Context: an optimization exercise on an open-source flow, tuned for small area, a short achievable clock period and few clock cycles per item. The choices shown serve that exercise and are no tape-out recipe. In this exercise RTL edits were held to simulation tests only and were not proved equivalent to the original. No activity file was given, so power comes from the tool's default toggle rates.

==> flow/design.v <==
package ppw_pkg;
  localparam int MaxPoints = 64;
  localparam int IdxW      = $clog2(MaxPoints);
  localparam int CntW      = $clog2(MaxPoints + 1);
  localparam int CoordW    = 23;
  localparam int DistW     = 23;
  localparam int LevelW    = 8;
  localparam int StepW     = 16;
  localparam int PointsW   = 7;
  localparam int D2W       = 48;
  localparam int CfgW      = 23;
  localparam logic [DistW-1:0] DistSat = {DistW{1'b1}};
  localparam logic [LevelW-1:0] LevelMax = {LevelW{1'b1}};
  localparam int VtxW      = 2 * CoordW;
  typedef logic signed [CoordW-1:0] coord_t;
  typedef struct packed {
    coord_t z;
    coord_t x;
  } vtx_t;
  function automatic logic [2*CoordW-1:0] default_vtx(input logic [IdxW-1:0] idx);
    logic [2*CoordW-1:0] v;
    case (idx)
      IdxW'(0): v = 46'h00140107129a;   
      IdxW'(1): v = 46'h0054b606d493;   
      IdxW'(2): v = 46'h009cfc0673c6;   
      IdxW'(3): v = 46'h00e8f106095f;   
      IdxW'(4): v = 46'h01408505653e;   
      IdxW'(5): v = 46'h019a7d0499a2;   
      IdxW'(6): v = 46'h01eb9983b710;   
      IdxW'(7): v = 46'h01fed3031f2d;   
      IdxW'(8): v = 46'h0225a0829802;   
      IdxW'(9): v = 46'h022614025fd6;   
      IdxW'(10): v = 46'h02007e81fc39;   
      IdxW'(11): v = 46'h021ee181501d;   
      IdxW'(12): v = 46'h02519a013047;   
      IdxW'(13): v = 46'h0257e48100d5;   
      IdxW'(14): v = 46'h0261a9807f08;   
      IdxW'(15): v = 46'h02629d001a3f;   
      IdxW'(16): v = 46'h025c997edcf9;   
      IdxW'(17): v = 46'h02807dfda62e;   
      IdxW'(18): v = 46'h02795f7c605f;   
      IdxW'(19): v = 46'h023b3b7b3372;   
      IdxW'(20): v = 46'h01f38979fac3;   
      IdxW'(21): v = 46'h01a227796436;   
      IdxW'(22): v = 46'h015178f86bb6;   
      IdxW'(23): v = 46'h00cb1d77eb72;   
      IdxW'(24): v = 46'h0060f077ed5e;   
      IdxW'(25): v = 46'h3fa6ed783486;   
      IdxW'(26): v = 46'h3f627a78c037;   
      IdxW'(27): v = 46'h3ea21af92992;   
      IdxW'(28): v = 46'h3e42a87a3b6e;   
      IdxW'(29): v = 46'h3da9437b777c;   
      IdxW'(30): v = 46'h3d2680fcfd3a;   
      IdxW'(31): v = 46'h3d02e5ff0a5b;   
      IdxW'(32): v = 46'h3cf794009865;   
      IdxW'(33): v = 46'h3d13f382d35e;   
      IdxW'(34): v = 46'h3d96fd05f292;   
      IdxW'(35): v = 46'h3e0d6906d2f3;   
      IdxW'(36): v = 46'h3e922d0779b5;   
      IdxW'(37): v = 46'h3f9838875a31;   
      default:    v = '0;
    endcase
    default_vtx = v;
  endfunction
endpackage
module ppw_vtx_mem (
  input  logic                                         clk,
  input  logic                                         rst_n,
  input  logic                                         wr_req,
  input  logic [ppw_pkg::IdxW-1:0]                     wr_addr,
  input  logic [ppw_pkg::VtxW-1:0]                     wr_data,
  input  logic                                         wr_ok,
  output logic                                         wr_pend,
  output logic                                         wr_fire,
  output logic                                         busy,
  output logic [ppw_pkg::IdxW-1:0]                     head,
  output logic [ppw_pkg::MaxPoints*ppw_pkg::VtxW-1:0]  ring
);
  localparam int VW = ppw_pkg::VtxW;
  localparam int NP = ppw_pkg::MaxPoints;
  logic [VW-1:0]              ring_r [NP];
  logic [ppw_pkg::IdxW-1:0]   head_r;
  logic [ppw_pkg::IdxW:0]     rcnt_r;
  logic                       pend_r;
  logic [ppw_pkg::IdxW-1:0]   paddr_r;
  logic [VW-1:0]              pdata_r;
  logic                       restore;
  logic [VW-1:0]              tail_in;
  assign restore = !rst_n || (rcnt_r != '0);
  logic match_r;
  always_ff @(posedge clk) match_r <= ((wr_req ? wr_addr : paddr_r) == head_r + 1'b1);
  assign wr_fire = pend_r && match_r && wr_ok;
  always_comb begin
    tail_in = ring_r[0];
    if (!rst_n)       tail_in = ppw_pkg::default_vtx(ppw_pkg::IdxW'(ppw_pkg::MaxPoints - 1));
    else if (restore) tail_in = ppw_pkg::default_vtx(head_r);
    else if (wr_fire) tail_in = pdata_r;
  end
  always_ff @(posedge clk) begin
    for (int s = 0; s < NP - 1; s++) ring_r[s] <= ring_r[s+1];
    ring_r[NP-1] <= tail_in;
  end
  always_ff @(posedge clk) begin
    if (!rst_n) head_r <= '0;
    else        head_r <= head_r + 1'b1;
  end
  always_ff @(posedge clk) begin
    if (!rst_n) begin
      rcnt_r <= (ppw_pkg::IdxW+1)'(NP - 1);
      pend_r <= 1'b0;
    end else begin
      if (rcnt_r != '0) rcnt_r <= rcnt_r - 1'b1;
      if (wr_req)       pend_r <= 1'b1;
      else if (wr_fire) pend_r <= 1'b0;
    end
  end
  always_ff @(posedge clk) begin
    if (wr_req) begin
      paddr_r <= wr_addr;
      pdata_r <= wr_data;
    end
  end
  assign wr_pend = pend_r;
  assign busy    = (rcnt_r != '0);
  assign head    = head_r;
  for (genvar s = 0; s < NP; s++) begin : g_tap
    assign ring[s*VW +: VW] = ring_r[s];
  end
endmodule
module ppw_seg_unit (
  input  logic                        clk,
  input  logic                        rst_n,
  input  logic                        start,
  input  logic                        tag_in,
  input  logic [1:0]                  kill,
  input  logic [4:0]                  kb,
  input  logic [ppw_pkg::DistW:0]     bnd0,
  input  logic [ppw_pkg::DistW:0]     bnd1,
  input  logic [ppw_pkg::VtxW-1:0]    a,
  input  logic [ppw_pkg::VtxW-1:0]    b,
  input  logic [ppw_pkg::CoordW-1:0]  px,
  input  logic [ppw_pkg::CoordW-1:0]  pz,
  output logic                        ready,
  output logic                        opsel,    
  output logic                        done,
  output logic                        tag_out,
  output logic [ppw_pkg::DistW-1:0]   r
);
  localparam int CW  = ppw_pkg::CoordW;
  localparam int DW  = CW + 1;            
  localparam int OW  = DW + 1;            
  localparam int PW  = 2 * OW;            
  localparam int LW  = 2 * DW - 1;        
  localparam int CCW = LW + 2;            
  localparam int NW  = 96;                
  localparam int RW  = 72;                
  localparam int TW  = LW + 26;           
  localparam int RB  = 24;                
  typedef enum logic [1:0] {F_IDLE, F_MUL, F_WAIT} fst_t;
  typedef enum logic [1:0] {S_IDLE, S_SQD, S_FIN} sst_t;
  typedef enum logic [2:0] {T_NONE, T_SET, T_ADD, T_SUB, T_ADD25, T_ADD48} tag_t;
  fst_t                   fst_r [2];
  sst_t                   sst_r;
  logic [4:0]             stp_r [2];
  logic [4:0]             fkb_r [2];
  logic                   ftg_r [2];
  logic                   old_r, xj, nj, act0, act1, tail_ok, be_ok, hsel;
  logic                   fk [2];
  logic                   fl [2];
  logic                   ff [2];
  logic [4:0]             kb6;
  logic signed [DW-1:0]   sa, sb;           
  logic                   sa_z, sa_b, sb_z;
  logic signed [OW-1:0]   ma, mb, ma_r, mb_r;
  logic                   ma_sa, ma_sb, mb_sa, mb_sb, m_cl_a, m_cl_b, m_ch_a, m_ch_b;
  tag_t                   tag, ctag, tags_r, tag1_r, tagm_r, tag2_r;
  logic signed [DW-1:0]   sa_r, sb_r;
  logic                   ma_sa_r, ma_sb_r, mb_sa_r, mb_sb_r;
  logic signed [PW-1:0]   p_r;
  logic signed [OW+9:0]   p0_r;              
  logic signed [OW+8:0]   p1_r;              
  logic signed [OW+7:0]   p2_r;              
  logic signed [NW-1:0]   acc_r, acc_a, acc_b, acc_s;
  logic                   acc_cin;
  logic [LW-1:0]          d_r;
  logic [LW+1:0]          d3_r;
  logic [CCW-1:0]         c_r;
  logic                   clamp_a, clamp_b, clamp_r, csel_b_r, sat_r;
  logic signed [CCW-1:0]  dot, cval;
  logic signed [CCW+23:0] cscl;
  logic                   c_ovf, pre_sat, hand, be_kill, be_free;
  logic                   be_tag_r;
  logic [RW-1:0]          rm_r;
  logic [47:0]            nlo_r;
  logic [TW-1:0]          t_r;
  logic [LW-1:0]          bd_r;
  logic [LW+1:0]          bd3_r;
  logic [RB-1:0]          root_r;
  logic                   early;
  logic [4:0]             cnt_r;
  logic                   bsat_r, bit_ok;
  logic [RW+2:0]          rm2, diff;
  logic [TW-1:0]          t_up, t_dn;
  assign sa = sa_z ? (DW'($signed(pz)) - DW'($signed(sa_b ? b[2*CW-1:CW] : a[2*CW-1:CW])))
                   : (DW'($signed(px)) - DW'($signed(sa_b ? b[CW-1:0]    : a[CW-1:0])));
  assign sb = sb_z ? (DW'($signed(b[2*CW-1:CW])) - DW'($signed(a[2*CW-1:CW])))
                   : (DW'($signed(b[CW-1:0]))    - DW'($signed(a[CW-1:0])));
  assign dot     = acc_r[CCW-1:0];
  assign clamp_a = (d_r == '0) || dot[CCW-1] || (dot == '0);
  assign clamp_b = !clamp_a && ($signed({2'b00, d_r}) <= dot);
  always_comb begin
    sa_z = 1'b0; sa_b = 1'b0; sb_z = 1'b0; tag = T_NONE;
    ma_sa = 1'b0; ma_sb = 1'b0; mb_sa = 1'b0; mb_sb = 1'b0;
    m_cl_a = 1'b0; m_cl_b = 1'b0; m_ch_a = 1'b0; m_ch_b = 1'b0; ctag = T_NONE;
    sb_z  = 1'b1;
    opsel = 1'b1;
    if (start) begin ma_sa = 1'b1; mb_sb = 1'b1; tag = T_SET; end                      
    for (int j = 0; j < 2; j++) begin
      logic [4:0] st;
      st = stp_r[j];
      if (fst_r[j] == F_MUL) begin
        if (st <= 5'd5 || ((st == 5'd11 || st == 5'd12) && clamp_r)) begin
          opsel = 1'b0;
          sb_z  = 1'b0;
        end
        case (st)
          5'd1: begin ma_sa = 1'b1; sa_z = 1'b1; mb_sb = 1'b1; tag = T_SUB; end           
          5'd2: begin ma_sb = 1'b1; mb_sb = 1'b1; tag = T_SET; end                        
          5'd3: begin ma_sb = 1'b1; mb_sb = 1'b1; sb_z = 1'b1; tag = T_ADD; end           
          5'd4: begin ma_sa = 1'b1; mb_sb = 1'b1; tag = T_SET; end                        
          5'd5: begin ma_sa = 1'b1; sa_z = 1'b1; mb_sb = 1'b1; sb_z = 1'b1; tag = T_ADD; end  
          5'd11: if (clamp_r) begin
            ma_sa = 1'b1; mb_sa = 1'b1; sa_b = csel_b_r; tag = T_SET;                     
          end
          5'd12: if (clamp_r) begin
            ma_sa = 1'b1; mb_sa = 1'b1; sa_z = 1'b1; sa_b = csel_b_r; tag = T_ADD;        
          end
          default: ;
        endcase
        case (st)
          5'd7: begin m_cl_a = 1'b1; m_cl_b = 1'b1; ctag = T_SET; end                     
          5'd8: begin m_ch_a = 1'b1; m_cl_b = 1'b1; ctag = T_ADD25; end                   
          5'd9: begin m_ch_a = 1'b1; m_ch_b = 1'b1; ctag = T_ADD48; end                   
          default: ;
        endcase
      end
    end
  end
  always_comb begin
    ma = '0;
    if (ma_sa_r) ma = OW'(sa_r);
    if (ma_sb_r) ma = OW'(sb_r);
    if (m_cl_a)  ma = $signed({1'b0, c_r[23:0]});
    if (m_ch_a)  ma = $signed(c_r[CCW-1:24]);
    mb = '0;
    if (mb_sa_r) mb = OW'(sa_r);
    if (mb_sb_r) mb = OW'(sb_r);
    if (m_cl_b)  mb = $signed({1'b0, c_r[23:0]});
    if (m_ch_b)  mb = $signed(c_r[CCW-1:24]);
  end
  assign cval  = acc_r[CCW-1:0];
  assign kb6   = (fst_r[0] == F_MUL && stp_r[0] == 5'd6) ? fkb_r[0] : fkb_r[1];
  assign cscl  = (CCW+24)'(cval) <<< (5'd23 - kb6);
  assign c_ovf = !((cscl[CCW+23:CCW-2] == '0) || (cscl[CCW+23:CCW-2] == '1));
  always_comb begin
    acc_a = (tag2_r == T_SET) ? '0 : acc_r;
    acc_b = NW'(p_r);
    acc_cin = 1'b0;
    case (tag2_r)
      T_SUB:   begin acc_b = ~(NW'(p_r)); acc_cin = 1'b1; end
      T_ADD25: acc_b = NW'(p_r) <<< 25;
      T_ADD48: acc_b = NW'(p_r) <<< 48;
      default: ;
    endcase
  end
  assign acc_s = acc_a + acc_b + NW'(acc_cin);
  assign act0 = (fst_r[0] != F_IDLE);
  assign act1 = (fst_r[1] != F_IDLE);
  assign xj   = (act0 && act1) ? old_r : act1;
  assign nj   = act0;                       
  for (genvar j = 0; j < 2; j++) begin : g_ctx
    assign fk[j]  = (fst_r[j] != F_IDLE) && kill[ftg_r[j]];
    assign fl[j]  = (fst_r[j] == F_MUL) && (clamp_r ? (stp_r[j] == 5'd17) : (stp_r[j] == 5'd13));
    assign ff[j]  = (fl[j] || (fst_r[j] == F_WAIT)) && !fk[j];
  end
  assign pre_sat = (acc_r[NW-1:48] >= (NW-48)'(d_r));
  assign be_kill = (sst_r != S_IDLE) && kill[be_tag_r];
  assign be_free = (sst_r == S_IDLE) || (sst_r == S_FIN) || be_kill;
  assign hand    = ff[0] || ff[1];
  assign hsel    = ff[1];
  assign be_ok   = be_free || (sst_r == S_SQD && cnt_r <= 5'd4);
  assign tail_ok = (fst_r[xj] == F_MUL) && (stp_r[xj] >= (clamp_r ? 5'd13 : 5'd11));
  assign ready   = (!act0 && !act1) || ((act0 != act1) && tail_ok && be_ok);
  always_ff @(posedge clk) begin
    if (!rst_n) begin
      fst_r[0] <= F_IDLE;
      fst_r[1] <= F_IDLE;
      sst_r    <= S_IDLE;
    end else begin
      for (int j = 0; j < 2; j++) begin
        case (fst_r[j])
          F_IDLE: if (start && nj == 1'(j)) fst_r[j] <= F_MUL;
          F_MUL:  if (fk[j]) fst_r[j] <= F_IDLE;
                  else if (fl[j]) fst_r[j] <= (hand && be_free) ? F_IDLE : F_WAIT;
          F_WAIT: if (fk[j] || (hand && be_free)) fst_r[j] <= F_IDLE;
          default: fst_r[j] <= F_IDLE;
        endcase
      end
      case (sst_r)
        default: begin
          if (hand && be_free)                        sst_r <= (pre_sat || sat_r) ? S_FIN : S_SQD;
          else if (be_kill || sst_r == S_FIN)         sst_r <= S_IDLE;
          else if (sst_r == S_SQD && (cnt_r == 5'd1 || early)) sst_r <= S_FIN;
        end
      endcase
    end
  end
  always_ff @(posedge clk) begin
    ma_r   <= ma;
    mb_r   <= mb;
    sa_r    <= sa;
    sb_r    <= sb;
    ma_sa_r <= ma_sa;
    ma_sb_r <= ma_sb;
    mb_sa_r <= mb_sa;
    mb_sb_r <= mb_sb;
    tags_r  <= tag;
    tag1_r  <= (tags_r != T_NONE) ? tags_r : ctag;
    p0_r   <= ma_r * $signed({1'b0, mb_r[8:0]});
    p1_r   <= ma_r * $signed({1'b0, mb_r[16:9]});
    p2_r   <= ma_r * $signed(mb_r[OW-1:17]);
    tagm_r <= tag1_r;
    p_r    <= PW'(p0_r) + (PW'(p1_r) <<< 9) + (PW'(p2_r) <<< 17);
    tag2_r <= tagm_r;
    if (tag2_r != T_NONE) acc_r <= acc_s;
    if (start) old_r <= !nj;
    for (int j = 0; j < 2; j++) begin
      if (fst_r[j] == F_IDLE && start && nj == 1'(j)) begin
        ftg_r[j] <= tag_in;
        fkb_r[j] <= kb;
        stp_r[j] <= 5'd1;                       
      end else if (fst_r[j] == F_MUL) begin
        stp_r[j] <= stp_r[j] + 5'd1;
        if (stp_r[j] == 5'd6) c_r <= CCW'(cscl);            
        if (stp_r[j] == 5'd6) sat_r <= c_ovf;
        if (stp_r[j] == 5'd8) d_r <= acc_r[LW-1:0];         
        if (stp_r[j] == 5'd9) d3_r <= (LW+2)'(d_r) + (LW+2)'({d_r, 1'b0});
        if (stp_r[j] == 5'd10) begin                        
          clamp_r  <= clamp_a || clamp_b;
          csel_b_r <= clamp_b;
          if (clamp_a || clamp_b) sat_r <= 1'b0;
        end
        if (stp_r[j] == 5'd11 && clamp_r) begin
          d_r  <= LW'(1);
          d3_r <= (LW+2)'(3);
        end
      end
    end
  end
  assign rm2    = {1'b0, rm_r, nlo_r[47:46]};
  assign diff   = rm2 - (RW+3)'(t_r);
  assign bit_ok = !diff[RW+2];
  assign t_up   = TW'({t_r, 1'b0}) + TW'(bd3_r);
  assign t_dn   = TW'({t_r, 1'b0}) - TW'(bd_r);
  assign early  = (root_r >= (be_tag_r ? bnd1 : bnd0));
  always_ff @(posedge clk) begin
    if (hand && be_free) begin
      be_tag_r <= ftg_r[hsel];
      rm_r   <= RW'(acc_r[NW-1:48]);
      nlo_r  <= acc_r[47:0];
      t_r    <= TW'(d_r);
      bd_r   <= d_r;
      bd3_r  <= d3_r;
      root_r <= '0;
      cnt_r  <= clamp_r ? 5'(RB) : (fkb_r[hsel] + 5'd1);
      bsat_r <= pre_sat || sat_r;
    end else if (sst_r == S_SQD) begin
      cnt_r  <= cnt_r - 5'd1;
      rm_r   <= bit_ok ? RW'(diff) : RW'(rm2);
      nlo_r  <= {nlo_r[45:0], 2'b00};
      if (bit_ok) root_r[cnt_r - 5'd1] <= 1'b1;
      t_r    <= bit_ok ? t_up : t_dn;
      if (early) bsat_r <= 1'b1;
    end
  end
  assign done    = (sst_r == S_FIN);
  assign tag_out = be_tag_r;
  assign r    = (bsat_r || root_r[RB-1]) ? ppw_pkg::DistSat : root_r[ppw_pkg::DistW-1:0];
endmodule
module ppw_post (
  input  logic                      clk,
  input  logic                      rst_n,
  input  logic                      start,
  input  logic [ppw_pkg::DistW-1:0] dist_in,
  input  logic                      god,
  input  logic [ppw_pkg::DistW-1:0] warn,
  input  logic [ppw_pkg::DistW-1:0] shoot_dist,
  input  logic [ppw_pkg::StepW-1:0] step,
  input  logic                      out_tready,
  output logic                      busy,
  output logic                      out_tvalid,
  output logic [31:0]               out_tdata
);
  localparam int DW = ppw_pkg::DistW;
  localparam int SW = ppw_pkg::StepW;
  localparam int LV = ppw_pkg::LevelW;
  typedef enum logic [1:0] {P_IDLE, P_DIV, P_HOLD} pst_t;
  pst_t              st_r;
  logic [3:0]        cnt_r;
  logic [DW-1:0]     dist_r;
  logic [SW-1:0]     rem_r;          
  logic [LV-1:0]     low_r;          
  logic [SW:0]       rem2;
  logic [LV-1:0]     q_r;
  logic              in_warn, shoot_r, sat_r, qbit;
  logic [SW-1:0]     s_eff;
  logic [DW:0]       diff;
  logic [LV-1:0]     level;
  logic              out_load;
  logic              out_tvalid_r;
  logic [31:0]       out_tdata_r;
  assign diff    = (DW+1)'(warn) - (DW+1)'(dist_r);
  assign s_eff   = (step == '0) ? SW'(1) : step;
  assign in_warn = (dist_r <= warn);
  assign rem2    = {rem_r, low_r[LV-1]};
  assign qbit    = (rem2 >= (SW+1)'(s_eff));
  assign out_load = (st_r == P_HOLD) && (!out_tvalid_r || out_tready);
  always_comb begin
    if (!in_warn)           level = '0;
    else if (sat_r)         level = ppw_pkg::LevelMax;
    else if (q_r == '0)     level = LV'(1);
    else                    level = q_r;
  end
  always_ff @(posedge clk) begin
    if (!rst_n) st_r <= P_IDLE;
    else begin
      case (st_r)
        P_IDLE: if (start) st_r <= P_DIV;
        P_DIV:  if (cnt_r == 4'd0) st_r <= P_HOLD;
        P_HOLD: if (out_load) st_r <= P_IDLE;
        default: st_r <= P_IDLE;
      endcase
    end
  end
  always_ff @(posedge clk) begin
    case (st_r)
      P_IDLE: begin
        dist_r  <= dist_in;
        shoot_r <= !god;
        cnt_r   <= 4'd9;
      end
      P_DIV: begin
        cnt_r <= cnt_r - 4'd1;
        if (cnt_r == 4'd9) begin
          rem_r   <= SW'(diff[DW-1:LV]);
          low_r   <= diff[LV-1:0];
          sat_r   <= (SW'(diff[DW-1:LV]) >= s_eff);
          q_r     <= '0;
          shoot_r <= shoot_r && (dist_r <= shoot_dist);
        end else if (cnt_r != 4'd0) begin
          rem_r <= qbit ? SW'(rem2 - (SW+1)'(s_eff)) : SW'(rem2);
          low_r <= {low_r[LV-2:0], 1'b0};
          q_r   <= {q_r[LV-2:0], qbit};
        end
      end
      default: ;
    endcase
  end
  always_ff @(posedge clk) begin
    if (!rst_n)        out_tvalid_r <= 1'b0;
    else if (out_load) out_tvalid_r <= 1'b1;
    else if (out_tready) out_tvalid_r <= 1'b0;
  end
  always_ff @(posedge clk) begin
    if (out_load) out_tdata_r <= {shoot_r && in_warn, level, dist_r};
  end
  assign busy       = (st_r != P_IDLE);
  assign out_tvalid = out_tvalid_r;
  assign out_tdata  = out_tdata_r;
endmodule
module polyline_proximity_warning_core (
  input  logic        clk,
  input  logic        rst_n,
  input  logic        in_tvalid,
  output logic        in_tready,
  input  logic [55:0] in_tdata,    
  input  logic [1:0]  in_tuser,    
  output logic        out_tvalid,
  input  logic        out_tready,
  output logic [31:0] out_tdata,   
  input  logic        cfg_we,
  input  logic [1:0]  cfg_index,
  input  logic [22:0] cfg_wdata
);
  localparam int Lanes = 2;
  localparam int SC    = 8;                    
  localparam int NP    = ppw_pkg::MaxPoints;
  localparam int SL    = (NP + Lanes - 1) / Lanes;   
  localparam int CW    = ppw_pkg::CoordW;
  localparam int QW    = CW - SC;              
  localparam int VW    = ppw_pkg::VtxW;
  localparam int IW    = ppw_pkg::IdxW;
  localparam int GW    = QW;                   
  localparam int KW    = GW + IW;              
  localparam int UW    = QW + 2;               
  localparam int DW    = ppw_pkg::DistW;
  localparam int ND    = 3;                    
  localparam int NK    = ND + 1;               
  logic [ppw_pkg::PointsW-1:0] points_r;
  logic [DW-1:0]               warn_r, shoot_r;
  logic [ppw_pkg::StepW-1:0]   step_r;
  logic [IW:0]                 n_cur;
  always_ff @(posedge clk) begin
    if (!rst_n) begin
      points_r <= ppw_pkg::PointsW'(38);
      warn_r   <= DW'(9600);
      shoot_r  <= DW'(5200);
      step_r   <= ppw_pkg::StepW'(440);
    end else if (cfg_we) begin
      case (cfg_index)
        2'd0: points_r <= cfg_wdata[ppw_pkg::PointsW-1:0];
        2'd1: warn_r   <= cfg_wdata;
        2'd2: shoot_r  <= cfg_wdata;
        2'd3: step_r   <= cfg_wdata[ppw_pkg::StepW-1:0];
        default: ;
      endcase
    end
  end
  assign n_cur = (points_r > ppw_pkg::PointsW'(NP)) ? (IW+1)'(NP) : (IW+1)'(points_r);
  logic                 mem_busy, wr_pend, wr_fire, wr_req;
  logic [IW-1:0]        head;
  logic [NP*VW-1:0]     ring;
  logic [CW-1:0]        in_x, in_z;
  logic                 in_acc, is_query, short_q;
  logic                 b_busy_r, pipe_idle, i_vld_r, s_vld_r, p_vld_r;
  assign in_x      = in_tdata[28:6];
  assign in_z      = in_tdata[51:29];
  assign is_query  = in_tuser[0];
  assign pipe_idle = !i_vld_r && !s_vld_r && !p_vld_r && !b_busy_r;
  assign in_tready = !i_vld_r && !mem_busy && (!wr_pend || wr_fire);
  assign in_acc    = in_tvalid && in_tready;
  assign wr_req    = in_acc && !is_query;
  assign short_q   = (in_x == '0 && in_z == '0) || (n_cur < (IW+1)'(2));
  ppw_vtx_mem u_mem (
    .clk     (clk),
    .rst_n   (rst_n),
    .wr_req  (wr_req),
    .wr_addr (in_tdata[IW-1:0]),
    .wr_data ({in_z, in_x}),
    .wr_ok   (pipe_idle),
    .wr_pend (wr_pend),
    .wr_fire (wr_fire),
    .busy    (mem_busy),
    .head    (head),
    .ring    (ring)
  );
  function automatic logic [VW-1:0] slot(input logic [NP*VW-1:0] rg, input int s);
    slot = rg[((s + NP) % NP)*VW +: VW];
  endfunction
  logic [CW-1:0]   pix_r, piz_r, psx_r, psz_r, ppx_r, ppz_r;
  logic            god_i_r, short_i_r, god_s_r, god_p_r, short_p_r;
  logic            s_need_r, p_wait_r, k_held_r;
  logic [KW-1:0]   pk_r  [NK];
  logic            pkv_r [NK];
  logic [UW-1:0]   pu_r;
  logic            sw_run_r, sw_for_b_r, b_live_r;
  logic [5:0]      t_r;
  logic [KW-1:0]   lastkey_r;
  logic [QW-1:0]   sqx, sqz;                 
  logic [UW-1:0]   u_r;
  logic [KW-1:0]   k_r [NK];
  logic            kv_r [NK];
  logic            sw_start, sw_start_b, sw_abort, last_issue, merge_last;
  logic            a_new, a_restart, hand_sp, short_go, park_now, park_held, mad_r;
  logic [GW-1:0]   lg_r  [Lanes];
  logic [IW-1:0]   lj_r  [Lanes];
  logic            lsv_r [Lanes];
  logic [UW-1:0]   lu_r  [Lanes];
  logic            lvv_r [Lanes];
  logic            s1_vld_r;
  function automatic logic [QW:0] wdiff(input logic [QW-1:0] p, input logic [CW-1:0] v);
    wdiff = (QW+1)'($signed(p)) - (QW+1)'($signed(v[CW-1:SC]));
  endfunction
  function automatic logic [QW-1:0] omag(input logic [QW:0] w);
    omag = w[QW] ? ~w[QW-1:0] : w[QW-1:0];
  endfunction
  assign sqx = sw_for_b_r ? pbx_r[sw_slot_r][CW-1:SC] : psx_r[CW-1:SC];
  assign sqz = sw_for_b_r ? pbz_r[sw_slot_r][CW-1:SC] : psz_r[CW-1:SC];
  logic [QW:0]     wax_r [Lanes], waz_r [Lanes];
  logic [QW-1:0]   gx_r  [Lanes], gz_r  [Lanes];
  logic [IW-1:0]   j0_r  [Lanes];
  logic            lin_r [Lanes];              
  logic            s0_vld_r, s0_first_r, s0_last_r, s0_b_r;
  logic            s1_first_r, s1_last_r, s1_b_r;
  function automatic logic [QW-1:0] gap1(input logic [QW-1:0] p, input logic [QW-1:0] a,
                                         input logic [QW-1:0] b);
    logic [QW:0] wa, wb, ua, ub, lo, hi;
    logic        a_lt_b;
    a_lt_b = ($signed(a) < $signed(b));
    wa = (QW+1)'($signed(p)) - (QW+1)'($signed(a));             
    wb = (QW+1)'($signed(p)) - (QW+1)'($signed(b));             
    ua = (QW+1)'($signed(p)) + ~((QW+1)'($signed(a)));          
    ub = (QW+1)'($signed(p)) + ~((QW+1)'($signed(b)));          
    lo = a_lt_b ? wa : wb;                                       
    hi = a_lt_b ? ub : ua;                                       
    if (!hi[QW])     gap1 = hi[QW-1:0];     
    else if (lo[QW]) gap1 = ~lo[QW-1:0];    
    else             gap1 = '0;
  endfunction
  always_ff @(posedge clk) begin
    for (int k = 0; k < Lanes; k++) begin
      logic [VW-1:0] va, vb;
      va = slot(ring, k * SL);
      vb = slot(ring, k * SL + 1);
      wax_r[k]  <= wdiff(sqx, va[CW-1:0]);
      waz_r[k]  <= wdiff(sqz, va[VW-1:CW]);
      gx_r[k]   <= gap1(sqx, va[CW-1:SC], vb[CW-1:SC]);
      gz_r[k]   <= gap1(sqz, va[VW-1:CW+SC], vb[VW-1:CW+SC]);
      j0_r[k]   <= head + IW'(k * SL);
      lin_r[k]  <= (32'(t_r) < NP - k * SL);
    end
    s0_vld_r   <= sw_run_r && !sw_abort && rst_n;
    s0_first_r <= (t_r == '0);
    s0_last_r  <= (t_r == 6'(SL - 1));
    s0_b_r     <= sw_for_b_r;
  end
  always_ff @(posedge clk) begin
    for (int k = 0; k < Lanes; k++) begin
      logic [QW-1:0] gx, gz, mx, mz, gm;
      logic [QW+4:0] gd;
      gx  = gx_r[k];
      gz  = gz_r[k];
      mx  = omag(wax_r[k]);
      mz  = omag(waz_r[k]);
      gm  = (gx > gz) ? gx : gz;
      gd  = ((QW+5)'(gx) << 3) + ((QW+5)'(gx) << 1) + (QW+5)'(gx) +
            ((QW+5)'(gz) << 3) + ((QW+5)'(gz) << 1) + (QW+5)'(gz);
      if (gd[QW+4])                 lg_r[k] <= '1;       
      else if (gd[QW+3:4] > gm)     lg_r[k] <= gd[QW+3:4];
      else                          lg_r[k] <= gm;
      lj_r[k]  <= j0_r[k];
      lsv_r[k] <= lin_r[k] && ((IW+1)'(j0_r[k]) + (IW+1)'(2) <= n_cur);
      lu_r[k]  <= (mx > mz) ? UW'(mx) + UW'(mz >> 1) + UW'(5) : UW'(mz) + UW'(mx >> 1) + UW'(5);
      lvv_r[k] <= lin_r[k] && ((IW+1)'(j0_r[k]) < n_cur);
    end
    s1_vld_r   <= s0_vld_r && !sw_abort && rst_n;
    s1_first_r <= s0_first_r;
    s1_last_r  <= s0_last_r;
    s1_b_r     <= s0_b_r;
  end
  logic [KW-1:0]   nk [NK];
  logic            nkv [NK];
  logic [UW-1:0]   nu;
  localparam int NE = NK + Lanes;
  always_comb begin
    logic [KW-1:0] ek  [NE];
    logic          ev  [NE];
    logic          lt  [NE][NE];
    logic [2:0]    rk  [NE];
    for (int i = 0; i < NK; i++) begin
      ek[i] = k_r[i]; ev[i] = kv_r[i] && !s1_first_r;
    end
    for (int k = 0; k < Lanes; k++) begin
      ek[NK+k] = {lg_r[k], lj_r[k]};
      ev[NK+k] = s1_vld_r && lsv_r[k] && (!s1_b_r || ek[NK+k] > lastkey_r);
    end
    for (int i = 0; i < NE; i++)
      for (int j = 0; j < NE; j++) begin
        if (i == j)             lt[i][j] = 1'b0;
        else if (i < NK && j < NK) lt[i][j] = (i < j) ? ev[i] || !ev[j] : (ev[i] && !ev[j]);
        else if (ev[i] != ev[j]) lt[i][j] = ev[i];
        else if (!ev[i])         lt[i][j] = (i < j);
        else                     lt[i][j] = (ek[i] < ek[j]);
      end
    for (int i = 0; i < NE; i++) begin
      rk[i] = '0;
      for (int j = 0; j < NE; j++) if (j != i && !lt[i][j]) rk[i] = rk[i] + 3'd1;
    end
    for (int s = 0; s < NK; s++) begin
      nk[s] = '0; nkv[s] = 1'b0;
      for (int i = 0; i < NE; i++) if (rk[i] == 3'(s)) begin nk[s] = ek[i]; nkv[s] = ev[i]; end
    end
    nu = s1_first_r ? '1 : u_r;
    for (int k = 0; k < Lanes; k++)
      if (s1_vld_r && lvv_r[k] && lu_r[k] < nu) nu = lu_r[k];
  end
  assign last_issue = sw_run_r && (t_r == 6'(SL - 1));
  assign merge_last = s1_vld_r && s1_last_r;
  typedef enum logic [1:0] {B_IDLE, B_RUN, B_RSW, B_DONE} bst_t;
  bst_t            bst_r   [2];
  logic [CW-1:0]   pbx_r   [2];
  logic [CW-1:0]   pbz_r   [2];
  logic            god_b_r [2];
  logic [GW-1:0]   g_r     [2][NK];
  logic            v_r     [2][NK];
  logic [IW-1:0]   cj_r    [2][ND];
  logic [1:0]      nst_r   [2];
  logic [1:0]      nres_r  [2];
  logic            rsw_req_r [2];
  logic [DW-1:0]   best_r  [2];
  logic            binf_r  [2];
  logic            head_r, rsw_rdy_r, sw_slot_r, rsw_slot_r;
  logic            take_a, tslot;
  logic            ev_start, ev_done, ev_ready, ev_tag, ev_slot, ev_opsel;
  logic [1:0]      ev_kill;
  logic [DW-1:0]   ev_r;
  logic            want [2];
  logic            keep [2];
  logic            done_s [2];
  logic            fin_s [2];
  logic            more_s [2];
  logic            cancel_s [2];
  logic            take_rsw_s [2];
  logic            spec_s [2];
  logic            req_s [2];
  logic [1:0]      nres_nx [2];
  logic [DW-1:0]   best_nx;
  logic [UW-1:0]   thr_r   [2];
  logic [UW-1:0]   ev_thr;
  logic            gx_ok [NK];
  logic            b_sw_busy, sw_start_b_any, rsw_slot_nx;
  logic            breq_r [2];
  logic [DW:0]     bnd_r  [2];
  assign ev_thr  = UW'(ev_r >> SC) + UW'(1);
  assign best_nx = (binf_r[ev_tag] || ev_r < best_r[ev_tag]) ? ev_r : best_r[ev_tag];
  for (genvar i = 0; i < NK; i++) begin : g_gx
    assign gx_ok[i] = (UW'(g_r[ev_tag][i]) < ev_thr);
  end
  function automatic logic [4:0] kbits_of(input logic [UW-1:0] u, input logic binf,
                                          input logic [DW-1:0] bst);
    logic [UW+SC-1:0] ubig, m;
    ubig = {u, {SC{1'b0}}};
    m = ubig;
    if (!binf && (UW+SC)'(bst) <= ubig) m = (UW+SC)'(bst) - (UW+SC)'(1);
    kbits_of = 5'd23;
    for (int i = 22; i >= 0; i--) if (m < ((UW+SC)'(1) << i)) kbits_of = 5'(i);
    if (m >= ((UW+SC)'(1) << 23)) kbits_of = 5'd23;
  endfunction
  function automatic logic [DW:0] bnd_of(input logic [UW-1:0] u, input logic binf,
                                         input logic [DW-1:0] bst);
    logic [UW+SC:0] ub1;
    ub1 = (UW+SC+1)'({u, {SC{1'b0}}}) + (UW+SC+1)'(1);
    if (!binf)                        bnd_of = (DW+1)'(bst);
    else if (ub1 >= (UW+SC+1)'(1) << (DW+1)) bnd_of = '1;
    else                              bnd_of = (DW+1)'(ub1);
  endfunction
  assign tslot  = (bst_r[head_r] == B_IDLE) ? head_r : !head_r;
  assign take_a = p_vld_r && !p_wait_r && (bst_r[tslot] == B_IDLE);
  assign b_sw_busy = rsw_rdy_r || (k_held_r && !p_vld_r) || (sw_run_r && sw_for_b_r) || last_issue || mad_r ||
                     (s0_vld_r && (s0_b_r || s0_last_r)) || (s1_vld_r && (s1_b_r || s1_last_r)) ||
                     (s_vld_r && !s_need_r && !k_held_r && !(sw_run_r && !sw_for_b_r));
  always_comb begin
    for (int q = 0; q < 2; q++) begin
      logic       qn [NK];
      logic       qx [NK];
      logic       pend, nxq, infl, kil;
      done_s[q] = ev_done && (ev_tag == 1'(q)) && (bst_r[q] == B_RUN);
      for (int i = 0; i < NK; i++) begin
        qn[i] = v_r[q][i] && (UW'(g_r[q][i]) < thr_r[q]);
        qx[i] = qn[i] && (!done_s[q] || gx_ok[i]);
      end
      pend  = (nst_r[q] != nres_r[q] + 2'd1);
      kil   = done_s[q] && pend && !qx[nres_r[q] + 2'd1];
      ev_kill[q]  = kil;
      nres_nx[q]  = !done_s[q] ? nres_r[q] : (kil ? nst_r[q] : nres_r[q] + 2'd1);
      infl  = (nres_nx[q] != nst_r[q]);
      nxq   = (nst_r[q] < 2'(ND)) && qx[nst_r[q]];
      keep[q]   = (bst_r[q] == B_RUN) && nxq;
      want[q]   = (bst_r[q] == B_RUN) && (nst_r[q] < 2'(ND)) && qn[nst_r[q]] && !done_s[q];
      fin_s[q]  = (bst_r[q] == B_RUN) && !infl && !nxq;
      more_s[q] = (nst_r[q] == 2'(ND)) && !kil && qx[ND];
      cancel_s[q] = fin_s[q] && !more_s[q] && rsw_req_r[q];
      take_rsw_s[q] = (bst_r[q] == B_RSW) && rsw_rdy_r && (rsw_slot_r == 1'(q));
      spec_s[q] = (nst_r[q] == 2'(ND - 1)) && qn[ND];
      req_s[q]  = ((bst_r[q] == B_RSW) && !rsw_req_r[q]) ||
                  (ev_start && ev_slot == 1'(q) && spec_s[q] && !rsw_req_r[q]);
    end
  end
  localparam int NT = 8;                      
  logic            nxt_v_r, nxt_have_r, nxt_slot_r, nxt_sel, nxt_pick, nxt_drop;
  logic [1:0]      nxt_cand_r;
  logic [IW-1:0]   nxt_j_r, rel;
  logic [VW-1:0]   nxt_a_r, nxt_b_r, op_a_r, op_b_r, tap_a, tap_b;
  logic            aligned;
  logic sure0, sure1;
  assign sure0 = want[0] && (nres_r[0] == nst_r[0]);
  assign sure1 = want[1] && (nres_r[1] == nst_r[1]);
  assign nxt_sel  = (head_r ? sure1 : sure0) ? head_r :
                    (head_r ? sure0 : sure1) ? !head_r :
                    want[head_r] ? head_r : !head_r;
  assign nxt_pick = !nxt_v_r && (want[0] || want[1]);
  assign rel      = nxt_j_r - head;
  assign aligned  = (rel[IW-1-$clog2(NT):0] == '0);
  always_comb begin
    tap_a = '0; tap_b = '0;
    for (int t = 0; t < NT; t++)
      if (rel[IW-1:IW-$clog2(NT)] == $clog2(NT)'(t)) begin
        tap_a = slot(ring, t * (NP / NT));
        tap_b = slot(ring, t * (NP / NT) + 1);
      end
  end
  assign nxt_drop = nxt_v_r && (!keep[nxt_slot_r] || nst_r[nxt_slot_r] != nxt_cand_r);
  assign ev_slot  = nxt_slot_r;
  assign ev_start = nxt_v_r && nxt_have_r && (nst_r[nxt_slot_r] == nxt_cand_r) && want[nxt_slot_r] && ev_ready;
  always_ff @(posedge clk) begin
    if (!rst_n) begin
      nxt_v_r <= 1'b0;
    end else begin
      if (nxt_pick)                   nxt_v_r <= 1'b1;
      else if (ev_start || nxt_drop)  nxt_v_r <= 1'b0;
    end
    if (nxt_pick) begin
      nxt_slot_r <= nxt_sel;
      nxt_cand_r <= nst_r[nxt_sel];
      nxt_j_r    <= cj_r[nxt_sel][nst_r[nxt_sel]];
      nxt_have_r <= 1'b0;
    end else if (nxt_v_r && !nxt_have_r && aligned) begin
      nxt_a_r    <= tap_a;
      nxt_b_r    <= tap_b;
      nxt_have_r <= 1'b1;
    end
    if (ev_start) begin
      op_a_r <= nxt_a_r;
      op_b_r <= nxt_b_r;
    end
  end
  always_comb begin
    logic ok0, ok1;
    ok0 = breq_r[0] && !fin_s[0] && ((bst_r[0] == B_RSW) || (bst_r[0] == B_RUN && !sw_run_r && !s_vld_r && !i_vld_r));
    ok1 = breq_r[1] && !fin_s[1] && ((bst_r[1] == B_RSW) || (bst_r[1] == B_RUN && !sw_run_r && !s_vld_r && !i_vld_r));
    sw_start_b_any = 1'b0;
    rsw_slot_nx    = 1'b0;
    if (!b_sw_busy) begin
      if (head_r ? ok1 : ok0)      begin sw_start_b_any = 1'b1; rsw_slot_nx = head_r;  end
      else if (head_r ? ok0 : ok1) begin sw_start_b_any = 1'b1; rsw_slot_nx = !head_r; end
    end
  end
  assign sw_start_b = sw_start_b_any;
  logic       fe_slot_r;
  always_ff @(posedge clk) if (ev_start) fe_slot_r <= ev_slot;
  ppw_seg_unit u_seg (
    .clk     (clk),
    .rst_n   (rst_n),
    .start   (ev_start),
    .tag_in  (ev_slot),
    .kill    (ev_kill),
    .kb      (kbits_of(thr_r[ev_slot], binf_r[ev_slot], best_r[ev_slot])),
    .bnd0    (bnd_r[0]),
    .bnd1    (bnd_r[1]),
    .a       (ev_opsel ? nxt_a_r : op_a_r),
    .b       (ev_opsel ? nxt_b_r : op_b_r),
    .px      (pbx_r[ev_opsel ? nxt_slot_r : fe_slot_r]),
    .pz      (pbz_r[ev_opsel ? nxt_slot_r : fe_slot_r]),
    .opsel   (ev_opsel),
    .ready   (ev_ready),
    .done    (ev_done),
    .tag_out (ev_tag),
    .r       (ev_r)
  );
  logic post_busy, post_start;
  assign post_start = (bst_r[head_r] == B_DONE) && !post_busy;
  logic b_block_a;
  assign b_block_a = rsw_rdy_r || (sw_run_r && sw_for_b_r) || (s0_vld_r && s0_b_r) ||
                     (s1_vld_r && s1_b_r) || (breq_r[0] && bst_r[0] == B_RSW) ||
                     (breq_r[1] && bst_r[1] == B_RSW);
  assign hand_sp   = last_issue && !sw_for_b_r && !p_vld_r;
  assign a_restart = s_vld_r && s_need_r && !sw_run_r && !b_block_a;
  assign a_new     = i_vld_r && !short_i_r && (!s_vld_r || hand_sp) && !k_held_r &&
                     (!sw_run_r || (last_issue && !sw_for_b_r)) && !b_block_a;
  assign sw_start  = (a_restart || a_new) && !sw_start_b;
  assign sw_abort  = (sw_start_b && sw_run_r && !sw_for_b_r) ||
                     (sw_run_r && sw_for_b_r && cancel_s[sw_slot_r]);
  assign park_now  = mad_r && !p_wait_r && !p_vld_r;
  assign park_held = k_held_r && !p_vld_r;
  assign short_go  = i_vld_r && short_i_r && !s_vld_r && !p_vld_r;
  always_ff @(posedge clk) begin
    if (!rst_n) begin
      i_vld_r   <= 1'b0;
      s_vld_r   <= 1'b0;
      p_vld_r   <= 1'b0;
      k_held_r  <= 1'b0;
      b_live_r  <= 1'b0;
      sw_run_r  <= 1'b0;
      rsw_rdy_r <= 1'b0;
      head_r    <= 1'b0;
      b_busy_r  <= 1'b0;
      for (int q = 0; q < 2; q++) bst_r[q] <= B_IDLE;
    end else begin
      if (in_acc && is_query)  i_vld_r <= 1'b1;
      else if (a_new || short_go) i_vld_r <= 1'b0;
      if (a_new)                      s_vld_r <= 1'b1;
      else if (hand_sp || park_now || park_held) s_vld_r <= 1'b0;
      if (hand_sp || park_now || park_held || short_go) p_vld_r <= 1'b1;
      else if (take_a)                p_vld_r <= 1'b0;
      if (mad_r && !p_wait_r && p_vld_r) k_held_r <= 1'b1;
      else if (park_held || sw_start_b)                 k_held_r <= 1'b0;
      if (sw_start_b || sw_start) sw_run_r <= 1'b1;
      else if (last_issue || (sw_for_b_r && cancel_s[sw_slot_r])) sw_run_r <= 1'b0;
      if (sw_start_b)                                    b_live_r <= 1'b1;
      else if (sw_for_b_r && cancel_s[sw_slot_r])        b_live_r <= 1'b0;
      if (merge_last && s1_b_r && b_live_r && !cancel_s[sw_slot_r]) rsw_rdy_r <= 1'b1;
      else if (take_rsw_s[0] || take_rsw_s[1] || cancel_s[rsw_slot_r] ||
               !(bst_r[rsw_slot_r] == B_RUN || bst_r[rsw_slot_r] == B_RSW)) rsw_rdy_r <= 1'b0;
      if (post_start) head_r <= !head_r;
      for (int q = 0; q < 2; q++) begin
        case (bst_r[q])
          B_IDLE: if (take_a && tslot == 1'(q)) bst_r[q] <= short_p_r ? B_DONE : B_RUN;
          B_RUN:  if (fin_s[q]) bst_r[q] <= more_s[q] ? B_RSW : B_DONE;
          B_RSW:  if (take_rsw_s[q]) bst_r[q] <= B_RUN;
          B_DONE: if (post_start && head_r == 1'(q)) bst_r[q] <= B_IDLE;
          default: bst_r[q] <= B_IDLE;
        endcase
      end
      b_busy_r <= !(bst_r[0] == B_IDLE && bst_r[1] == B_IDLE) || take_a;
    end
  end
  always_ff @(posedge clk) begin
    if (in_acc && is_query) begin
      pix_r     <= in_x;
      piz_r     <= in_z;
      god_i_r   <= in_tuser[1];
      short_i_r <= short_q;
    end
    if (a_new) begin
      psx_r    <= pix_r;
      psz_r    <= piz_r;
      god_s_r  <= god_i_r;
      s_need_r <= 1'b0;
    end
    if (a_restart) s_need_r <= 1'b0;
    if (sw_start_b && ((sw_run_r && !sw_for_b_r) || k_held_r)) s_need_r <= 1'b1;    
    if (hand_sp || park_now || park_held) begin
      ppx_r     <= psx_r;
      ppz_r     <= psz_r;
      god_p_r   <= god_s_r;
      short_p_r <= 1'b0;
    end else if (short_go) begin
      ppx_r     <= pix_r;
      ppz_r     <= piz_r;
      god_p_r   <= god_i_r;
      short_p_r <= 1'b1;
    end
    if (!rst_n || short_go)         p_wait_r <= 1'b0;
    else if (hand_sp)               p_wait_r <= 1'b1;
    else if (mad_r)                 p_wait_r <= 1'b0;
    mad_r <= merge_last && !s1_b_r && rst_n;
    if ((mad_r && (p_wait_r || !p_vld_r)) || park_held) begin
      for (int i = 0; i < NK; i++) begin
        pk_r[i]  <= k_r[i];
        pkv_r[i] <= kv_r[i];
      end
      pu_r <= u_r;
    end
    if (sw_start_b || sw_start) begin
      t_r        <= '0;
      sw_for_b_r <= sw_start_b;
      sw_slot_r  <= rsw_slot_nx;
      lastkey_r  <= {g_r[rsw_slot_nx][ND-1], cj_r[rsw_slot_nx][ND-1]};
    end else if (sw_run_r) begin
      t_r <= t_r + 6'd1;
    end
    if (s1_vld_r) begin
      u_r <= nu;
      for (int i = 0; i < NK; i++) begin k_r[i] <= nk[i]; kv_r[i] <= nkv[i]; end
    end
    if (merge_last && s1_b_r) rsw_slot_r <= sw_slot_r;
    for (int q = 0; q < 2; q++) begin
      if (!rst_n || (take_a && tslot == 1'(q)) || take_rsw_s[q] || cancel_s[q] ||
          (sw_start_b && rsw_slot_nx == 1'(q)) ||
          !(bst_r[q] == B_RUN || bst_r[q] == B_RSW))
        breq_r[q] <= 1'b0;
      else if (req_s[q])
        breq_r[q] <= 1'b1;
      bnd_r[q] <= bnd_of(thr_r[q], binf_r[q], best_r[q]);
      if (take_a && tslot == 1'(q)) begin
        pbx_r[q]   <= ppx_r;
        pbz_r[q]   <= ppz_r;
        god_b_r[q] <= god_p_r;
        thr_r[q]   <= pu_r;
        best_r[q]  <= ppw_pkg::DistSat;
        binf_r[q]  <= !short_p_r;
      end
      if ((take_a && tslot == 1'(q)) || take_rsw_s[q]) begin
        nst_r[q]     <= '0;
        nres_r[q]    <= '0;
        rsw_req_r[q] <= 1'b0;
        for (int i = 0; i < NK; i++) begin
          g_r[q][i] <= take_rsw_s[q] ? k_r[i][KW-1:IW] : pk_r[i][KW-1:IW];
          v_r[q][i] <= take_rsw_s[q] ? kv_r[i] : pkv_r[i];
        end
        for (int i = 0; i < ND; i++) cj_r[q][i] <= take_rsw_s[q] ? k_r[i][IW-1:0] : pk_r[i][IW-1:0];
      end else begin
        if (ev_start && ev_slot == 1'(q)) nst_r[q] <= nst_r[q] + 2'd1;
        if (sw_start_b && rsw_slot_nx == 1'(q)) rsw_req_r[q] <= 1'b1;
        if (cancel_s[q]) rsw_req_r[q] <= 1'b0;
        if (done_s[q]) begin
          best_r[q] <= best_nx;
          if (ev_thr < thr_r[q]) thr_r[q] <= ev_thr;
          binf_r[q] <= 1'b0;
        end
        nres_r[q] <= nres_nx[q];
      end
    end
  end
  ppw_post u_post (
    .clk        (clk),
    .rst_n      (rst_n),
    .start      (post_start),
    .dist_in    (best_r[head_r]),
    .god        (god_b_r[head_r]),
    .warn       (warn_r),
    .shoot_dist (shoot_r),
    .step       (step_r),
    .out_tready (out_tready),
    .busy       (post_busy),
    .out_tvalid (out_tvalid),
    .out_tdata  (out_tdata)
  );
endmodule
==> flow/run.sh <==
#!/bin/bash
# synth_recipe.tcl (not shown) runs the flow's synth.tcl, then flattens the netlist and writes it again
# the make line also repeats each setting of config.mk as NAME=value (left out here)
make -C /OpenROAD-flow-scripts/flow DESIGN_CONFIG=/design/flow/config.mk WORK_HOME=/design/flow/orfs CLKGATE_MAP_FILE= SYNTH_SCRIPT=/design/flow/synth_recipe.tcl finish
==> flow/config.mk <==
export PLATFORM = sky130hd
export DESIGN_NAME = polyline_proximity_warning_core
export DESIGN_NICKNAME = polyline_proximity_warning_core
export VERILOG_FILES = /design/flow/design.v
export SDC_FILE = /design/flow/constraint.sdc
export NUM_CORES = 8
export LEC_CHECK = 0
export ABC_AREA = 1
export CAP_MARGIN = 20
export CORE_MARGIN = 2
export CORE_UTILIZATION = 40
export SETUP_SLACK_MARGIN = 5
export SLEW_MARGIN = 20
==> flow/constraint.sdc <==
create_clock -name core_clock -period 11.0 [get_ports {clk}]
set_input_delay 2.2000 -clock core_clock [delete_from_list [all_inputs] [get_ports {clk}]]
set_output_delay 2.2000 -clock core_clock [all_outputs]
set_load 0.01 [all_outputs]
==> summary.txt, run 1 <==
Setup path
  • Critical path depth in cells: 19
  • FF-to-FF setup slack: 5.08 ns
  • Setup crit start: thr_r[0][16]$_DFF_P_
  • Most used cell along the critical path: nand2_1
  • Crit-path cells: nor2_4 > nand3_1 > nor3_1 > nand2_1 > o2111ai_2 > nor2_1 > or4_1 > nand2_1 > nand2_1 > nand2_2 > inv_1 > nand2_1 > o21ai_0 > ha_1 > inv_1 > nand2_1 > nor2_1 > nand2_1 > nand3_1
  • R2r endpoint: nxt_j_r[2]$_DFFE_PP_
  • Crit path max-delay cell type: dfxtp_1
  • Crit path max fanout: 18
  • CP top delay family: simple AND/OR/NAND/NOR gates
  • FF-to-FF path depth: 19
  • CP Data Arrival Time: 6.70 ns
  • Buf/Inv on CP: 2
  • Critical Path Max Stage Delay: 0.67 ns
  • Critical path type: reg -> reg
  • Startpoint types: flip-flop
  • Worst setup endpoint: nxt_j_r[2]$_DFFE_PP_
  • Start of the worst register-to-register path: thr_r[0][16]$_DFF_P_
  • Worst Path Required: 11.78 ns
  • CP Capture Type: flip-flop

Synth
  • Synth top area share: 31.9%
  • #FFs+latches synth: 5277
  • Ys Warns: 114
  • Synthesized Nets: 30000
  • Cell Area, Synth: 248000 um2
  • Synth top area cells: dfxtp_1, edfxtp_1, ha_1, nand2_1, inv_1
  • Syn Area/Cell: 9.08 um2
  • EDFF count, synth: 1316
  • Ys flop type: dfxtp_1
  • Post-Syn Instances: 27300
  • Seq/Total Area, Yosys: 47.9%
  • Fraction of registers with async set/reset: 0%
  • Unique masters post-synth: 90
  • Area leader, netlist: dfxtp_1

Route
  • Top sig layer: met5
  • Starting DRC count in detailed routing: 18700
  • Post-DRT Antenna Nets: 0
  • Metal1 wirelength: 360 mm
  • Final WL: 808 mm
  • Via count: 191000
  • DRT Pass-1 Iters: 7
  • DRC viols: 0
  • Met3 wire length: 59.5 mm
  • DR WL met2: 351 mm
  • Via density: 5.28
  • Post-DR wirelength/cell: 22.3 um

Floorplanning
  • Die width: 792 um
  • Starting Density: 40.1%
  • I/O pin count: 122
  • Die Ht: 792 um
  • Core Area: 619000 um2
  • # rows: 289
  • Die area: 627000 um2

STA
  • Worst-Margin Slew: 1.17 ns
  • TNS Setup: 0 ns
  • Fin crit share: 53.8%
  • Final Hold Vio Count: 0
  • Setup Skew: 0.107 ns
  • Final Max Tran Viols: 0
  • RSZ-0062 raised after global routing: true
  • F_max: 169 MHz
  • WHS: 0.275 ns
  • Relative slew slack: 20.9%
  • Final setup viols: 0
  • Fin crit period: 5.92 ns

Power and ir drop
  • Cell area power density: 203 nW/um2
  • Power, Total: 0.0568 W
  • P_leak: 126 nW
  • Max IR drop VDD: 0.000687 V

Clock network
  • H-tree Lvls: 6
  • Clk root buf: clkbuf_16
  • CTS tree: done
  • TritonCTS buffer count: 542
  • Clock slew at reported path FFs: 0.06 ns
  • Hold buffer count at cts: 0
  • Worst-skew pair later-pin latency: 1.09 ns
  • Clk buf depth: 4
  • # clock sinks: 5277

GRT
  • Vias in the first global route: 181000
  • Antenna violations before repair: 64
  • Total Routing Usage GR: 24.8%
  • GR Overflow Total: 0
  • First-pass GRT wire length: 1180 mm
  • Largest net degree at the start of global routing: 97

Flow run
  • Max Cap Viol: 0

Layout
  • Synth-to-Final Area Change: 12.8%
  • Layout cells sized above 1: 6.75%
  • Final nets: 30200

Run status
  • Status: complete, no violations

Min path
  • Hold WC Path Type: reg -> reg

Placement
  • Port bufs: 117
  • Gpl congestion: 1.01
  • Detailed Place HPWL: 611 mm
-- placed cells by master, fill, tap and decap left out, types with 91 or more instances in the layout --
master,instances
nand4_1,321
edfxtp_1,1316
nor3_1,163
buf_4,285
a21oi_1,1808
nand3_1,862
clkbuf_1,92
nand2_1,5228
a31oi_1,259
o21ai_1,99
xnor2_1,318
xor2_1,474
inv_1,3522
clkbuf_16,564
o211ai_1,250
nor2_1,1604
clkdlybuf4s50_1,116
dfxtp_1,3901
a21oi_2,94
a211oi_1,96
ha_1,1941
fa_1,637
o21ai_0,2081
mux2i_1,91
-- sequential cells by signal, summed over array words and instances (netlist names), 47 cells and up, named ones only --
| signal | count |
|---|---|
| g_r | 120 |
| u_seg.c_r | 49 |
| u_mem.ring_r | 2944 |
| u_seg.nlo_r | 48 |
| u_seg.p_r | 50 |
| bnd_r | 48 |
| u_seg.bd3_r | 49 |
| k_r | 84 |
| u_seg.rm_r | 72 |
| pk_r | 78 |
| u_seg.t_r | 73 |
| u_seg.d_r | 47 |
| u_seg.bd_r | 47 |
| u_seg.d3_r | 49 |
| u_seg.acc_r | 96 |
-- cell families after synthesis --
| family | Yosys count | synth area share [%] |
|---|---|---|
| flops | 5277 | 47.9 |
| compound gates | 5525 | 12.8 |
| fa+ha+maj | 2585 | 15.0 |
| buf+inv | 4470 | 6.87 |
| xor+xnor | 812 | 2.87 |
| mux | 139 | 0.585 |
| simple gates | 8530 | 14.1 |
-- stage by stage --
step	utilization, %	setup WS (ns)	instance area [um2]	std cells
after floorplan	-	5.20	248000	27300
after global placement	41.8	3.55	259000	35100
after detailed placement	41.8	3.43	259000	35100
after CTS	45.0	5.00	279000	36200
after global routing	45.2	4.79	280000	36200
final	45.2	5.08	280000	36300
-- what timing repair did --
item | in CTS | in global routing
pin swaps | 32 | 62
resized for setup | 194 | 247
endpoints found under the setup margin | 832 | 816
cloned | 14 | 8
setup buffers | 40 | 50
-- area by class of cell --
type                            count  area, um2
Fill cell                       59300     339000
Sequential cell                  5277     119000
Multi-Input combinational cell  17600     114000
Clock buffer                      728      15400
Inverter                         3594      13600
Tap cell                         8293      10400
Timing Repair Buffer              460       4350
Clock inverter                    265       3410
Antenna cell                       25       62.6
Timing Repair inverter              7       58.8
-- worst min-delay path by stage --
stage / from / endpoint / slack (ns) / depth (start not counted)
after floorplan: s0_first_r$_DFF_P_ / s1_first_r$_DFF_P_ / 0.31 / 0
after global placement: u_mem.ring_r[47][18]$_DFF_P_ / u_mem.ring_r[46][18]$_DFF_P_ / 0.31 / 0
after detailed placement: u_mem.ring_r[18][23]$_DFF_P_ / u_mem.ring_r[17][23]$_DFF_P_ / 0.31 / 0
after CTS: u_mem.ring_r[10][10]$_DFF_P_ / u_mem.ring_r[9][10]$_DFF_P_ / 0.27 / 0
after global routing: u_mem.ring_r[3][13]$_DFF_P_ / u_mem.ring_r[2][13]$_DFF_P_ / 0.29 / 0
final: u_mem.ring_r[39][24]$_DFF_P_ / u_mem.ring_r[38][24]$_DFF_P_ / 0.28 / 0
-- synth_stat cells (all sizes together) (18+ instances only) --
master   number
nand4       321
o211ai      251
a21boi       49
buf         138
clkbuf      738
nor2       1652
fa          639
o21a         85
o22ai        90
a21o         39
a221oi       76
nand3b       18
dfxtp      3961
inv        3575
ha         1945
xnor2       323
mux2         48
a22oi        40
o31ai        45
clkinv       19
a31oi       267
nand3       880
or2          87
nor3        182
a211oi      100
edfxtp     1316
a21oi      1906
nand2      5295
xor2        489
a2bb2oi      19
o21bai       73
o2111ai      68
o21ai      2212
o221ai       80
a22o         39
mux2i        91
nor4         56
-- per-layer routing --
layer	GRT usage, %	vias up
li1	-	91300
met1	34.8	91600
met2	38.6	7060
met3	3.73	1444
met4	9.85	20
met5	0	-
-- report_power, final --
part	internal, W	total [W]	switching, W
registers	0.0212	0.0222	0.00105
logic	0.00546	0.0155	0.0100
clock network	0.0109	0.0191	0.00814
Testbench counts, summed over its fixed seeds: cycles 26,534, queries 640.
==> run 2, diff against run 1 <==
--- a/flow/design.v
+++ b/flow/design.v
@@ -628,19 +628,20 @@
     for (int k = 0; k < Lanes; k++) begin
       logic [QW-1:0] gx, gz, mx, mz, gm;
       logic [QW+4:0] gd;
+      logic [QW:0]   gs;
       gx  = gx_r[k];
       gz  = gz_r[k];
       mx  = omag(wax_r[k]);
       mz  = omag(waz_r[k]);
       gm  = (gx > gz) ? gx : gz;
-      gd  = ((QW+5)'(gx) << 3) + ((QW+5)'(gx) << 1) + (QW+5)'(gx) +
-            ((QW+5)'(gz) << 3) + ((QW+5)'(gz) << 1) + (QW+5)'(gz);
+      gs  = (QW+1)'(gx) + (QW+1)'(gz);
+      gd  = ((QW+5)'(gs) << 3) + ((QW+5)'(gs) << 1) + (QW+5)'(gs);
       if (gd[QW+4])                 lg_r[k] <= '1;       
       else if (gd[QW+3:4] > gm)     lg_r[k] <= gd[QW+3:4];
       else                          lg_r[k] <= gm;
       lj_r[k]  <= j0_r[k];
       lsv_r[k] <= lin_r[k] && ((IW+1)'(j0_r[k]) + (IW+1)'(2) <= n_cur);
-      lu_r[k]  <= (mx > mz) ? UW'(mx) + UW'(mz >> 1) + UW'(5) : UW'(mz) + UW'(mx >> 1) + UW'(5);
+      lu_r[k]  <= UW'(mx) + UW'(mz) + UW'(5);
       lvv_r[k] <= lin_r[k] && ((IW+1)'(j0_r[k]) < n_cur);
     end
     s1_vld_r   <= s0_vld_r && !sw_abort && rst_n;
==> summary.txt, run 2 <==
Clock network
  • Clk buf depth: 4
  • H-tree Lvls: 6
  • Worst-skew pair later-pin latency: 1.10 ns
  • Clock slew at reported path FFs: 0.06 ns
  • Clk root buf: clkbuf_16
  • Hold buffer count at cts: 0
  • TritonCTS buffer count: 545
  • CTS tree: done
  • # clock sinks: 5279

Power and ir drop
  • P_sw: 0.0195 W
  • Sw frac: 33.7%
  • Cell area power density: 209 nW/um2
  • P_leak: 125 nW
  • Pint: 0.0384 W
  • Power, Total: 0.0579 W
  • Clock share of power: 33.0%
  • Combinational power share: 28.7%
  • Max IR drop VDD: 0.000919 V
  • Reg power frac: 38.3%

Setup path
  • Start of the worst register-to-register path: u_mem.head_r[1]$_SDFF_PN0_
  • Worst setup endpoint: nxt_a_r[19]$_DFFE_PP_
  • Crit path max fanout: 45
  • Startpoint types: flip-flop
  • CP Capture Type: flip-flop
  • Worst Path Required: 11.49 ns
  • R2r endpoint: nxt_a_r[19]$_DFFE_PP_
  • FF-to-FF setup slack: 5.06 ns
  • Setup crit start: u_mem.head_r[1]$_SDFF_PN0_
  • Critical path type: reg -> reg
  • CP Data Arrival Time: 6.43 ns
  • FF-to-FF path depth: 16

Layout
  • Synth-to-Final Area Change: 13.0%
  • Design area: 277000 um2
  • Layout cells sized above 1: 6.86%
  • Largest register FFs: 2944
  • Largest Register: u_mem.ring_r
  • Commonest cells after routing, fill and taps aside: nand2_1, dfxtp_1, inv_1
  • Final nets: 29700
  • Final core occ: 45.3%
  • Finished Layout Cells: 35800
  • Biggest regs: u_mem.ring_r x2944, g_r x120, u_seg.acc_r x96
  • Commonest non-fill, non-tap cell in the layout: nand2_1

Synth
  • Synthesized Nets: 29500
  • Area leader, netlist: dfxtp_1
  • Largest family of logic cells by synthesized area: adder cells
  • Post-Syn Instances: 27000
  • Mux share of post-synthesis cell area: 0.529%
  • Unique masters post-synth: 89
  • Post-Synth Simple-Gate Area: 13.9%
  • Synth top area share: 32.4%
  • Seq/Total Area, Yosys: 48.6%
  • Synth top area cells: dfxtp_1, edfxtp_1, ha_1, nand2_1, inv_1
  • Ys Warns: 114
  • Most common cell in the synthesized netlist: nand2_1
  • Xor-xnor portion of the synthesized cell area: 2.98%
  • Compound-gate portion of the synthesized area: 12.9%
  • Syn Area/Cell: 9.07 um2
  • EDFF count, synth: 1316
  • Adder-Cell Fraction of Synth Area: 14.1%
  • Fraction of registers with async set/reset: 0%
  • Commonest cells in the netlist: nand2_1, dfxtp_1, inv_1, o21ai_0, a21oi_1
  • Cell Area, Synth: 245000 um2
  • #FFs+latches synth: 5279
  • Ys flop type: dfxtp_1

Placement
  • Gpl congestion: 0.943
  • Dpl cell area: 255000 um2
  • Port bufs: 117
  • Detailed Place HPWL: 582 mm
  • Post-placement cell count: 34600

Route
  • Final WL: 776 mm
  • Starting DRC count in detailed routing: 16900
  • DRT Pass-1 Iters: 7
  • DRC viols: 0
  • Post-DRT Antenna Nets: 0
  • Via density: 5.24
  • Via count: 187000
  • Post-DR wirelength/cell: 21.7 um

STA
  • Setup Skew: 0.0767 ns
  • Final Hold Vio Count: 0
  • F_max: 168 MHz
  • Final setup viols: 0
  • TNS Setup: 0 ns
  • Fin crit period: 5.94 ns
  • Relative slew slack: 20.4%
  • Fin crit share: 54.0%
  • Worst-Margin Slew: 1.19 ns
  • Final Max Tran Viols: 0
  • RSZ-0062 raised after global routing: true

Floorplanning
  • Die area: 618000 um2
  • Die width: 786 um
  • I/O pin count: 122
  • # rows: 287
  • Core Area: 610000 um2
  • Starting Density: 40.1%
  • Die Ht: 786 um

GRT
  • Total Routing Usage GR: 24.2%
  • Vias in the first global route: 178000
  • Antenna violations before repair: 61
  • GR Overflow Total: 0
  • Largest net degree at the start of global routing: 108
  • First-pass GRT wire length: 1140 mm

Min path
  • Hold WC Path Type: reg -> reg
  • HP Start: u_mem.ring_r[22][3]$_DFF_P_

Run status
  • Status: complete, no violations

Flow run
  • Max Cap Viol: 0
## run 2: power groups by stage
stage	Sequential (W)	Clock (W)	Combinational (W)
6_report	0.0222	0.0191	0.0166
5_1_grt	0.0223	0.0202	0.0184
3_3_place_gp	0.0225	0	0.0140
4_1_cts	0.0222	0.0194	0.0147
3_5_place_dp	0.0226	0	0.0143
2_1_floorplan	0.0221	0	0.0101
## run 2: area by class of cell
cell class / instances / area (um2)
Fill cell: 58300 / 333000
Sequential cell: 5279 / 119000
Multi-Input combinational cell: 17300 / 111000
Clock buffer: 740 / 15500
Inverter: 3593 / 13600
Tap cell: 8092 / 10100
Timing Repair Buffer: 464 / 4270
Clock inverter: 257 / 3310
Antenna cell: 54 / 135
Timing Repair inverter: 11 / 80.1
## run 2: cells by family (layout without fill, tap and decap cells)
kind of cell / count (synthesis) / in the layout
AO/OA/AOI/OAI: 5557 / 5558
XOR/XNOR: 832 / 832
adder cells (fa/ha/maj): 2434 / 2434
buffers and inverters: 4463 / 5065
flip-flops: 5279 / 5279
multiplexers: 124 / 124
other: 0 / 54
AND/OR/NAND/NOR: 8311 / 8315
## run 2: worst min path at each step
stage | to | depth (start not counted)
after floorplan | s1_first_r$_DFF_P_ | 0
after global placement | u_mem.ring_r[35][44]$_DFF_P_ | 0
after detailed placement | u_mem.ring_r[1][20]$_DFF_P_ | 0
after CTS | u_mem.ring_r[21][3]$_DFF_P_ | 0
after global routing | u_mem.ring_r[19][3]$_DFF_P_ | 0
final | u_mem.ring_r[21][3]$_DFF_P_ | 0
## run 2: layer usage
metal | wire length (um) | vias up | GRT usage (%)
met5 | 61 | - | 0
met4 | 33700 | 8 | 9.28
met3 | 53200 | 1352 | 3.35
met2 | 339000 | 6380 | 37.9
met1 | 350000 | 89600 | 33.9
li1 | - | 90100 | -
## run 2: worst max-delay path: stages (launching register included)
cell	delay (ns)
dfxtp_1	0.64
inv_1	0.14
ha_1	0.31
nand3b_1	0.07
and2_1	0.18
inv_1	0.06
a21oi_1	0.06
o21bai_1	0.31
xor2_4	0.16
buf_4	0.42
buf_4	0.64
inv_1	0.25
nand2_2	0.42
inv_4	0.22
buf_4	0.38
nand2_1	0.17
nand4_1	0.74
## run 2: timing repair
action / CTS / global route
gates resized for setup: 218 / 317
cloned: 10 / 11
setup endpoints to repair: 795 / 699
buffers inserted: 25 / 71
pin swaps: 21 / 81
## run 2: stage by stage
step	hold WS, ns	setup slack, ns
after floorplan	0.310	5.12
after global placement	0.309	3.80
after detailed placement	0.312	3.76
after CTS	0.260	5.00
after global routing	0.277	4.82
final	0.275	5.06
Testbench counts of run 2, summed over its fixed seeds: cycles 26,712, queries 640.

## port drivers added, routing unchanged
The flow's constraints put no driver on any port. The routed layouts listed below were extracted and timed again, unchanged, in two steps.
Step 1: set_driving_cell puts a clkbuf_16 on clk and a buf_2 on each other input, an assumption about the parent block.
Step 2 times the ports against the registers' clock, not the clock port: input delays grow and output delays shrink by t, the midpoint of the rising clock arrivals with the driver on.
Three values: no drivers, after step 1, after step 2; two values: the first two.
run | shift t [ns] | setup slack, ns | hold WS [ns]
run 1 | 1.168 | 5.078 / 5.078 / 4.871 | 0.275 / 0.275 / 0.275
run 2 | 1.198 | 5.057 / 5.057 / 5.057 | 0.275 / 0.275 / 0.275
After both steps every run listed still meets setup and hold. For run 1, which loses most, drivers alone change the setup slack by 0.000 ns; drivers and shift together by -0.207 ns.
